Context: an optimization exercise on an open-source flow, tuned for small area. The choices shown serve that exercise and are no tape-out recipe. Only simulation tests tie the RTL to the original design; equivalence was not proved.

Setup of zinc:
Design register_manager_param, start of the top module:
module register_manager_param #(
    parameter int DATA_WIDTH      = 32,
    parameter int ADDR_WIDTH      = 5,
    parameter int NUM_WRITE_PORTS = 4,
    parameter int NUM_READ_PORTS  = 2,
    parameter int QUEUE_DEPTH     = 8
) (
    input  logic                                  clk,
    input  logic                                  reset,
    input  logic [NUM_WRITE_PORTS-1:0]            write_enable,
    input  logic [NUM_WRITE_PORTS*ADDR_WIDTH-1:0] write_addr,
    input  logic [NUM_WRITE_PORTS*DATA_WIDTH-1:0] write_data,
    input  logic [NUM_WRITE_PORTS-1:0]            write_float,
    output logic                                  stall,
    output logic                                  overflow,
    input  logic [NUM_READ_PORTS*ADDR_WIDTH-1:0]  read_addr,
    input  logic [NUM_READ_PORTS-1:0]             read_float,
    output logic [NUM_READ_PORTS*DATA_WIDTH-1:0]  read_data,
    output logic [$clog2(QUEUE_DEPTH+1)-1:0]      pending_count
);
==> flow/config.mk <==
export PLATFORM = sky130hd
export DESIGN_NAME = register_manager_param
export DESIGN_NICKNAME = register_manager_param
export VERILOG_FILES = /design/flow/design.v
export SDC_FILE = /design/flow/constraint.sdc
export NUM_CORES = 8
export LEC_CHECK = 0
export CAP_MARGIN = 20
export CORE_MARGIN = 2
export CORE_UTILIZATION = 45
export CTS_CLUSTER_DIAMETER = 100
export CTS_CLUSTER_SIZE = 24
export PLACE_DENSITY = 0.55
export SETUP_SLACK_MARGIN = 0.05
export SLEW_MARGIN = 20
export SYNTH_HIERARCHICAL = 1
==> flow/constraint.sdc <==
create_clock -name core_clock -period 6.5 [get_ports {clk}]
set_input_delay 1.3000 -clock core_clock [delete_from_list [all_inputs] [get_ports {clk}]]
set_output_delay 1.3000 -clock core_clock [all_outputs]
set_load 0.01 [all_outputs]
standard.sh (not shown) runs the stock make flow with config.mk's settings and CLKGATE_MAP_FILE= SYNTH_SCRIPT=/design/flow/synth_recipe.tcl, a recipe that flattens the netlist after the stock synthesis.
==> flow/flow/run.sh <==
#!/bin/bash
# The standard ORFS layout (standard.sh, standard synthesis), with two settings changed:
# - port buffers are buf_2 cells instead of the default pick (a clock delay cell);
# - clock tree synthesis clusters up to 24 sinks within 100 um and inserts no dummy loads.
# The full output of the run goes to standard.log in this folder; ORFS's own per-step logs stay
# under orfs/logs.
set -euo pipefail
export BUFFER_PORTS_ARGS="-buffer_cell sky130_fd_sc_hd__buf_2"
export CTS_ARGS="-sink_clustering_enable -repair_clock_nets -sink_clustering_size 24 -sink_clustering_max_diameter 100 -dont_use_dummy_load"
bash standard.sh > standard.log 2>&1
zinc reached the final stage; the timing, design-rule and antenna checks on its layout passed.
Changes in lagoon relative to zinc:
- a change of CORE_UTILIZATION from 45 to 40
- a change of PLACE_DENSITY from 0.55 to 0.5
- a change of CTS_CLUSTER_SIZE from 24 to 26
==> flow/flow/run.sh <==
#!/bin/bash
# The standard ORFS layout (standard.sh, standard synthesis), with two settings changed:
# - port buffers are buf_2 cells instead of the default pick (a clock delay cell);
# - clock tree synthesis clusters up to 26 sinks within 100 um and inserts no dummy loads.
# The full output of the run goes to standard.log in this folder; ORFS's own per-step logs stay
# under orfs/logs.
set -euo pipefail
export BUFFER_PORTS_ARGS="-buffer_cell sky130_fd_sc_hd__buf_2"
export CTS_ARGS="-sink_clustering_enable -repair_clock_nets -sink_clustering_size 26 -sink_clustering_max_diameter 100 -dont_use_dummy_load"
bash standard.sh > standard.log 2>&1
==> comparison <==
Taking zinc as the reference point, the number of logic stages on the critical path including buffering of lagoon rises by 2.
zinc → lagoon: proportion of final cell area spent on non-clock buffers has increased; instance area after placement has increased; post-route worst setup slack decreased by 0.068 ns relative to the old numbers; number of buffer and inverter instances along the worst setup path now larger; global routing usage summed across all routing layers -3.9 points.
Diff zinc..lagoon | area of the multi-input gates | negligible

## v6
register_manager_param, a different RTL version from the one above (not shown whole).
For scale: ~10000 cells after synthesis, roughly 2500 flip-flops, about 110000 um^2 of cells after synthesis.
Settings: LEC_CHECK=0, CAP_MARGIN=20, CORE_MARGIN=2, CORE_UTILIZATION=45, CTS_CLUSTER_DIAMETER=100, CTS_CLUSTER_SIZE=24, PLACE_DENSITY=0.55, SETUP_SLACK_MARGIN=0.1, SLEW_MARGIN=20, SYNTH_HIERARCHICAL=1; clock period 6.5 ns.
==> flow/flow/run.sh <==
#!/bin/bash
# The standard ORFS layout (standard.sh, standard synthesis), with two settings changed:
# - port buffers are buf_2 cells instead of the default pick (a clock delay cell);
# - clock tree synthesis clusters up to 24 sinks within 100 um and inserts no dummy loads.
# The full output of the run goes to standard.log in this folder; ORFS's own per-step logs stay
# under orfs/logs.
set -euo pipefail
export BUFFER_PORTS_ARGS="-buffer_cell sky130_fd_sc_hd__buf_2"
export CTS_ARGS="-sink_clustering_enable -repair_clock_nets -sink_clustering_size 24 -sink_clustering_max_diameter 100 -dont_use_dummy_load"
bash standard.sh > standard.log 2>&1
Inputs modified between v6 and v7:
diff --git a/flow/config.mk b/flow/config.mk
--- a/flow/config.mk
+++ b/flow/config.mk
@@ -10 +10 @@
-export CORE_UTILIZATION = 45
+export CORE_UTILIZATION = 50
@@ -13 +13 @@
-export PLACE_DENSITY = 0.55
+export PLACE_DENSITY = 0.6
Results
- Delta (v7 minus v6): finished layout cell area stayed essentially flat; global-route usage grew by 6.4 points; number of pins exceeding their max-slew limit in the final report stayed essentially flat; remaining antenna violation count has remained practically unchanged.
- Worst min-delay path category: in -> async -> v6, reg -> reg -> v7
- Going from v6 to v7, number of fill cells in the layout decreased by 2711 relative to the old numbers; area of the die shrank by 24000 um^2.

afterwards: timing with drivers on the ports:
No port has a modelled driver above. Below, the same layouts with a new extraction and two added sets of constraints.
Step 1 (the two cells are an assumption about what drives the block):
set clk [get_ports {clk}]
set_driving_cell -lib_cell sky130_fd_sc_hd__clkbuf_16 $clk
set_driving_cell -lib_cell sky130_fd_sc_hd__buf_2 [delete_from_list [all_inputs] $clk]
Step 2 times the ports against the registers' clock, not the clock port: input delays grow and output delays shrink by t, the midpoint of the rising clock arrivals with the driver on.
Three values: ideal, step 1, step 2; two values: the first two.
run	t (ns)	setup WS [ns]	worst slew at a driven data input, ns
zinc	0.929	0.149 / 0.045 / 0.634	0.18
lagoon	0.923	0.081 / -0.022 / 0.686	0.20
v6	0.928	0.214 / 0.108 / 0.700	0.15
v7	0.945	0.175 / 0.078 / 0.460	0.18
After both steps setup and hold are still met in every run listed.
